Background: an optimization exercise with open tools, aiming at small area, a short achievable clock period and few clock cycles per item. Do not read the settings as production practice. In this exercise RTL edits were held to simulation tests only and were not proved equivalent to the original. Power and IR drop assume default switching activity.

red:
==> flow/design.v <==
`default_nettype none
package net_pkg;
  localparam int NID_W  = 2;   
  localparam int NUM_DR = 2;   
  typedef logic [NID_W-1:0]          node_id_t;
  typedef logic [$clog2(NUM_DR)-1:0] dr_id_t;
  typedef logic [3:0]                l2_tag_t;
  typedef logic [31:0]               paddr_t;
  typedef logic [63:0]               line_t;
  typedef logic [2:0]                cmd_t;
  localparam int DR_W     = $clog2(NUM_DR);
  localparam int REQ_W    = NID_W + DR_W + 4 + 3 + 32;
  localparam int DISP_W   = NID_W + DR_W + 4 + 32 + 64;
  localparam int SNACK_W  = NID_W + DR_W + 4 + 32 + 64;
  typedef struct packed {
    node_id_t nid;
    dr_id_t   drid;
    l2_tag_t  l2id;
    cmd_t     cmd;
    paddr_t   paddr;
  } l2todr_req_t;
  typedef struct packed {
    node_id_t nid;
    dr_id_t   drid;
    l2_tag_t  l2id;
    paddr_t   paddr;
    line_t    line;
  } l2todr_disp_t;
  typedef struct packed {
    node_id_t nid;
    dr_id_t   drid;
    l2_tag_t  l2id;
    paddr_t   paddr;
    line_t    line;
  } drtol2_snack_t;
endpackage
`default_nettype wire
`default_nettype none
`timescale 1ns/10ps
module net_rr_arbiter #(
  parameter int N = 4
) (
  input  logic         clk,
  input  logic         rst_n,
  input  logic [N-1:0] req,
  input  logic         advance,   
  output logic [N-1:0] grant
);
  logic [N-1:0] prio;
  always_comb begin
    logic [2*N-1:0] dbl;
    logic [2*N-1:0] gnt2;
    logic           seen;
    dbl  = {req, req};
    gnt2 = '0;
    seen = 1'b0;
    for (int k = 0; k < 2*N; k++) begin
      if (k < N && prio[k]) seen = 1'b1;
      if (seen && dbl[k] && !(|gnt2)) gnt2[k] = 1'b1;
    end
    grant = gnt2[N-1:0] | gnt2[2*N-1:N];
  end
  always_ff @(posedge clk) begin
    if (!rst_n) begin
      prio <= N'(1);
    end else if (advance) begin
      prio <= {grant[N-2:0], grant[N-1]};   
    end
  end
endmodule
`default_nettype wire
`default_nettype none
`timescale 1ns/10ps
module net_out_buffer #(
  parameter int W = net_pkg::REQ_W
) (
  input  logic         clk,
  input  logic         rst_n,
  input  logic         in_valid,
  output logic         in_ready,
  input  logic [W-1:0] in_pkt,
  output logic         out_valid,
  input  logic         out_retry,
  output logic [W-1:0] out_pkt
);
  assign in_ready = !out_valid || !out_retry;
  always_ff @(posedge clk) begin
    if (!rst_n) begin
      out_valid <= 1'b0;
    end else if (in_ready) begin
      out_valid <= in_valid;
    end
  end
  always_ff @(posedge clk) begin
    if (in_ready) out_pkt <= in_pkt;
  end
endmodule
`default_nettype wire
`default_nettype none
`timescale 1ns/10ps
module net_l2todr_switch #(
  parameter int NUM_SRC = 4,
  parameter int W       = net_pkg::REQ_W
) (
  input  logic                         clk,
  input  logic                         rst_n,
  input  logic [NUM_SRC-1:0]           src_valid,
  output logic [NUM_SRC-1:0]           src_retry,
  input  logic [NUM_SRC*W-1:0]         src_pkt,
  output logic [net_pkg::NUM_DR-1:0]   dr_valid,
  input  logic [net_pkg::NUM_DR-1:0]   dr_retry,
  output logic [net_pkg::NUM_DR*W-1:0] dr_pkt
);
  localparam int NUM_DR = net_pkg::NUM_DR;
  localparam int NID_W  = net_pkg::NID_W;
  localparam int DR_W   = net_pkg::DR_W;
  localparam int DRID_LSB = W - NID_W - DR_W;
  logic [NUM_SRC-1:0] to_dr  [NUM_DR];   
  logic [NUM_SRC-1:0] tok    [NUM_DR];   
  logic [NUM_SRC-1:0] take   [NUM_DR];   
  logic [NUM_DR-1:0]  ready;
  logic [NUM_SRC-1:0] acc;               
  always_comb begin
    for (int d = 0; d < NUM_DR; d++) begin
      for (int i = 0; i < NUM_SRC; i++) begin
        to_dr[d][i] = src_pkt[i*W + DRID_LSB +: DR_W] == d[DR_W-1:0];
      end
    end
  end
  assign ready = ~(dr_valid & dr_retry);
  always_comb begin
    for (int d = 0; d < NUM_DR; d++) take[d] = tok[d] & {NUM_SRC{ready[d]}};
    for (int i = 0; i < NUM_SRC; i++) begin
      src_retry[i] = 1'b1;
      for (int d = 0; d < NUM_DR; d++) begin
        if (to_dr[d][i] && take[d][i]) src_retry[i] = 1'b0;
      end
    end
    acc = src_valid & ~src_retry;
  end
  for (genvar d = 0; d < NUM_DR; d++) begin : g_dr
    logic         push;        
    logic [W-1:0] win_pkt;
    logic [W-1:0] out_pkt;
    logic [NUM_SRC-1:0] wait_d;    
    logic [NUM_SRC-1:0] fresh;     
    logic [NUM_SRC-1:0] cand;
    logic [NUM_SRC-1:0] pick;
    logic [NUM_SRC-1:0] prio;      
    logic [NUM_SRC-1:0] prio_nx;
    assign push = |(take[d] & src_valid & to_dr[d]);
    always_comb begin
      win_pkt = '0;
      for (int i = 0; i < NUM_SRC; i++) begin
        win_pkt = win_pkt | ({W{take[d][i]}} & src_pkt[i*W +: W]);
      end
    end
    always_ff @(posedge clk) begin
      if (!rst_n) begin
        dr_valid[d] <= 1'b0;
      end else if (ready[d]) begin
        dr_valid[d] <= push;
      end
    end
    always_ff @(posedge clk) begin
      if (ready[d]) out_pkt <= win_pkt;
    end
    always_comb begin
      dr_pkt[d*W +: W] = out_pkt;
      dr_pkt[d*W + DRID_LSB +: DR_W] = d[DR_W-1:0];
    end
    assign wait_d  = src_valid & to_dr[d] & ~acc;
    assign fresh   = acc | ~src_valid;
    assign prio_nx = push ? {tok[d][NUM_SRC-2:0], tok[d][NUM_SRC-1]} : prio;
    assign cand    = (|wait_d) ? wait_d : (|acc) ? acc : fresh;
    always_comb begin
      logic [2*NUM_SRC-1:0] dbl;
      logic [2*NUM_SRC-1:0] gnt2;
      logic                 seen;
      dbl  = {cand, cand};
      gnt2 = '0;
      seen = 1'b0;
      for (int k = 0; k < 2*NUM_SRC; k++) begin
        if (k < NUM_SRC && prio_nx[k]) seen = 1'b1;
        if (seen && dbl[k] && !(|gnt2)) gnt2[k] = 1'b1;
      end
      pick = gnt2[NUM_SRC-1:0] | gnt2[2*NUM_SRC-1:NUM_SRC];
    end
    always_ff @(posedge clk) begin
      if (!rst_n) begin
        prio   <= NUM_SRC'(1);
        tok[d] <= NUM_SRC'(1);
      end else begin
        prio   <= prio_nx;
        tok[d] <= pick;
      end
    end
  end
endmodule
`default_nettype wire
`default_nettype none
`timescale 1ns/10ps
module net_snack_router #(
  parameter int NUM_SRC = 4
) (
  input  logic                         clk,
  input  logic                         rst_n,
  input  logic [net_pkg::NUM_DR-1:0]   dr_valid,
  output logic [net_pkg::NUM_DR-1:0]   dr_retry,
  input  logic [net_pkg::NUM_DR*net_pkg::SNACK_W-1:0] dr_snack,
  output logic [NUM_SRC-1:0]           l2_valid,
  input  logic [NUM_SRC-1:0]           l2_retry,
  output logic [NUM_SRC*net_pkg::SNACK_W-1:0]         l2_snack
);
  localparam int NUM_DR = net_pkg::NUM_DR;
  localparam int NID_W  = net_pkg::NID_W;
  localparam int W = net_pkg::SNACK_W;
  logic [NUM_DR-1:0]  grant;
  logic               ready;
  logic               push;
  logic [W-1:0]       win_snack;
  logic [NUM_SRC-1:0] win_dec;
  logic [W-1:0]       held;
  assign ready = !(|(l2_valid & l2_retry));
  assign push  = |dr_valid && ready;
  net_rr_arbiter #(
    .N(NUM_DR)
  ) u_arb (
    .clk,
    .rst_n,
    .req     (dr_valid),
    .advance (push),
    .grant   (grant)
  );
  always_comb begin
    win_snack = '0;
    for (int d = 0; d < NUM_DR; d++) begin
      win_snack = win_snack | ({W{grant[d]}} & dr_snack[d*W +: W]);
    end
    for (int n = 0; n < NUM_SRC; n++) begin
      win_dec[n] = win_snack[W-NID_W +: NID_W] == n[NID_W-1:0];
    end
  end
  always_ff @(posedge clk) begin
    if (!rst_n) begin
      l2_valid <= '0;
    end else if (ready) begin
      l2_valid <= win_dec & {NUM_SRC{|dr_valid}};
    end
  end
  always_ff @(posedge clk) begin
    if (ready) held <= win_snack;
  end
  always_comb begin
    for (int n = 0; n < NUM_SRC; n++) begin
      l2_snack[n*W +: W] = held;
      l2_snack[n*W + W - NID_W +: NID_W] = n[NID_W-1:0];
    end
  end
  always_comb begin
    for (int d = 0; d < NUM_DR; d++) begin
      dr_retry[d] = !(grant[d] && ready);
    end
  end
endmodule
`default_nettype wire
`default_nettype none
`timescale 1ns/10ps
module net_2core2dr #(
  parameter int NUM_SRC = 4
) (
  input  logic                       clk,
  input  logic                       rst_n,
  input  logic [NUM_SRC-1:0]         l2todr_req_valid,
  output logic [NUM_SRC-1:0]         l2todr_req_retry,
  input  logic [NUM_SRC*net_pkg::REQ_W-1:0]           l2todr_req,
  output logic [net_pkg::NUM_DR-1:0] dr_req_valid,
  input  logic [net_pkg::NUM_DR-1:0] dr_req_retry,
  output logic [net_pkg::NUM_DR*net_pkg::REQ_W-1:0]   dr_req,
  input  logic [NUM_SRC-1:0]         l2todr_disp_valid,
  output logic [NUM_SRC-1:0]         l2todr_disp_retry,
  input  logic [NUM_SRC*net_pkg::DISP_W-1:0]          l2todr_disp,
  output logic [net_pkg::NUM_DR-1:0] dr_disp_valid,
  input  logic [net_pkg::NUM_DR-1:0] dr_disp_retry,
  output logic [net_pkg::NUM_DR*net_pkg::DISP_W-1:0]  dr_disp,
  input  logic [net_pkg::NUM_DR-1:0] dr_snack_valid,
  output logic [net_pkg::NUM_DR-1:0] dr_snack_retry,
  input  logic [net_pkg::NUM_DR*net_pkg::SNACK_W-1:0] dr_snack,
  output logic [NUM_SRC-1:0]         l2_snack_valid,
  input  logic [NUM_SRC-1:0]         l2_snack_retry,
  output logic [NUM_SRC*net_pkg::SNACK_W-1:0]         l2_snack
);
  net_l2todr_switch #(
    .NUM_SRC (NUM_SRC),
    .W       (net_pkg::REQ_W)
  ) u_req_switch (
    .clk,
    .rst_n,
    .src_valid (l2todr_req_valid),
    .src_retry (l2todr_req_retry),
    .src_pkt   (l2todr_req),
    .dr_valid  (dr_req_valid),
    .dr_retry  (dr_req_retry),
    .dr_pkt    (dr_req)
  );
  net_l2todr_switch #(
    .NUM_SRC (NUM_SRC),
    .W       (net_pkg::DISP_W)
  ) u_disp_switch (
    .clk,
    .rst_n,
    .src_valid (l2todr_disp_valid),
    .src_retry (l2todr_disp_retry),
    .src_pkt   (l2todr_disp),
    .dr_valid  (dr_disp_valid),
    .dr_retry  (dr_disp_retry),
    .dr_pkt    (dr_disp)
  );
  net_snack_router #(
    .NUM_SRC(NUM_SRC)
  ) u_snack_router (
    .clk,
    .rst_n,
    .dr_valid (dr_snack_valid),
    .dr_retry (dr_snack_retry),
    .dr_snack (dr_snack),
    .l2_valid (l2_snack_valid),
    .l2_retry (l2_snack_retry),
    .l2_snack (l2_snack)
  );
endmodule
`default_nettype wire
==> flow/config.mk <==
export PLATFORM = sky130hd
export DESIGN_NAME = net_2core2dr
export DESIGN_NICKNAME = net_2core2dr
export VERILOG_FILES = /design/flow/design.v
export SDC_FILE = /design/flow/constraint.sdc
export NUM_CORES = 4
export LEC_CHECK = 0
export CAP_MARGIN = 20
export CORE_AREA = 10 10 550 550
export DIE_AREA = 0 0 560 560
export SETUP_SLACK_MARGIN = 2.6
export SLEW_MARGIN = 20
==> flow/constraint.sdc <==
create_clock -name core_clock -period 5.5 [get_ports {clk}]
set_input_delay 1.1000 -clock core_clock [delete_from_list [all_inputs] [get_ports {clk}]]
set_output_delay 1.1000 -clock core_clock [all_outputs]
set_load 0.01 [all_outputs]
standard.sh (not shown) runs the stock make flow with config.mk's settings and CLKGATE_MAP_FILE= SYNTH_SCRIPT=/design/flow/synth_recipe.tcl, a recipe that flattens the netlist after the stock synthesis.
==> flow/flow/run.sh <==
#!/bin/bash
# The standard layout, with every port buffered by the smallest
# plain buffer instead of the delay buffer buffer_ports picks by default
set -euo pipefail
export BUFFER_PORTS_ARGS="-buffer_cell sky130_fd_sc_hd__buf_1"
bash standard.sh > standard.log 2>&1
Testbench counts of red, summed over its fixed seeds: cycles 5,087, items 16,000.
Inputs modified between red and green:
-- flow/design.v --
<<< red, line 151
    assign push = |(take[d] & src_valid & to_dr[d]);
    always_comb begin
      win_pkt = '0;
      for (int i = 0; i < NUM_SRC; i++) begin
        win_pkt = win_pkt | ({W{take[d][i]}} & src_pkt[i*W +: W]);
>>> green, line 151
    assign push = |(take[d] & src_valid & to_dr[d]);
    always_comb begin
      win_pkt = {W{!ready[d]}} & out_pkt;
      for (int i = 0; i < NUM_SRC; i++) begin
        win_pkt = win_pkt | ({W{take[d][i]}} & src_pkt[i*W +: W]);
<<< red, line 164
    end
    always_ff @(posedge clk) begin
      if (ready[d]) out_pkt <= win_pkt;
    end
    always_comb begin
>>> green, line 164
    end
    always_ff @(posedge clk) begin
      out_pkt <= win_pkt;
    end
    always_comb begin
<<< red, line 217
  localparam int W = net_pkg::SNACK_W;
  logic [NUM_DR-1:0]  grant;
  logic               ready;
  logic               push;
>>> green, line 217
  localparam int W = net_pkg::SNACK_W;
  logic [NUM_DR-1:0]  grant;
  logic               prio;        
  logic               busy;        
  logic               ready;
  logic               push;
<<< red, line 222
  logic [NUM_SRC-1:0] win_dec;
  logic [W-1:0]       held;
  assign ready = !(|(l2_valid & l2_retry));
  assign push  = |dr_valid && ready;
  net_rr_arbiter #(
    .N(NUM_DR)
  ) u_arb (
    .clk,
    .rst_n,
    .req     (dr_valid),
    .advance (push),
    .grant   (grant)
  );
  always_comb begin
    win_snack = '0;
    for (int d = 0; d < NUM_DR; d++) begin
      win_snack = win_snack | ({W{grant[d]}} & dr_snack[d*W +: W]);
    end
    for (int n = 0; n < NUM_SRC; n++) begin
>>> green, line 224
  logic [NUM_SRC-1:0] win_dec;
  logic [W-1:0]       held;
  logic [W-1:0]       next_snack;
  assign busy  = |(l2_valid & l2_retry);
  assign ready = !busy;
  assign push  = |dr_valid && ready;
  assign grant[0] = dr_valid[0] && (!prio || !dr_valid[1]);
  assign grant[1] = dr_valid[1] && ( prio || !dr_valid[0]);
  always_ff @(posedge clk) begin
    if (!rst_n) begin
      prio <= 1'b0;
    end else if (push) begin
      prio <= grant[0];
    end
  end
  assign dr_retry[0] = busy || (dr_valid[1] &&  prio);
  assign dr_retry[1] = busy || (dr_valid[0] && !prio);
  always_comb begin
    win_snack  = '0;
    next_snack = {W{busy}} & held;
    for (int d = 0; d < NUM_DR; d++) begin
      win_snack  = win_snack | ({W{grant[d]}} & dr_snack[d*W +: W]);
      next_snack = next_snack | ({W{grant[d] && ready}} & dr_snack[d*W +: W]);
    end
    for (int n = 0; n < NUM_SRC; n++) begin
<<< red, line 250
  end
  always_ff @(posedge clk) begin
    if (ready) held <= win_snack;
  end
  always_comb begin
>>> green, line 258
  end
  always_ff @(posedge clk) begin
    held <= next_snack;
  end
  always_comb begin
<<< red, line 256
      l2_snack[n*W +: W] = held;
      l2_snack[n*W + W - NID_W +: NID_W] = n[NID_W-1:0];
    end
  end
  always_comb begin
    for (int d = 0; d < NUM_DR; d++) begin
      dr_retry[d] = !(grant[d] && ready);
    end
  end
>>> green, line 264
      l2_snack[n*W +: W] = held;
      l2_snack[n*W + W - NID_W +: NID_W] = n[NID_W-1:0];
    end
  end
==> comparison <==
The flow did not stop early for green: all stages ran, and the layout cleared the timing, design-rule and antenna checks.
Total iterations of the first detailed-routing run: green higher than red
Per the comparison of green with red, combinational share of power went up by 0.8 points; non-clock buffer count now sits lower; number of antenna violations at the first check in global routing higher; cell area now sits lower; post-detailed-placement half-perimeter wirelength now larger.
green vs. red: routed wire length rose 3.4%; worst IR drop on VDD rose 11%.
Final-stage net count (green vs. red) increases by a little under 10%
green does better than red on area of the mapped netlist.
Against red as the reference, green delivers a lower final hold slack.
From red to green the numbers moved as follows: maximum frequency level, layout multi-input combinational cell count has increased, relative contribution of the clock network to total power increased 1.0 points.
Testbench counts of green, summed over its fixed seeds: cycles 5,087, items 16,000.

## re-timing with driven ports
In the flow no input, the clock included, has a driving cell. The finished layouts below were timed again as built, in two steps.
Step 1: set_driving_cell puts a clkbuf_16 on clk and a buf_2 on each other input, an assumption about the parent block.
Step 2 times the ports against the registers' clock, not the clock port: input delays grow and output delays shrink by t, the midpoint of the rising clock arrivals with the driver on.
Slacks: ideal / step 1 / step 2; pairs: ideal / step 1.
run	t (ns)	setup WS [ns]	clock arrival spread, ns	pins driven straight from the clock port
red	0.800	2.446 / 2.231 / 1.817	0.080 / 0.080	1
green	0.793	2.453 / 2.145 / 1.865	0.089 / 0.089	1
After both steps setup and hold are still met in every run listed. For red, which loses most, drivers alone change the setup slack by -0.215 ns; drivers and shift together by -0.629 ns.
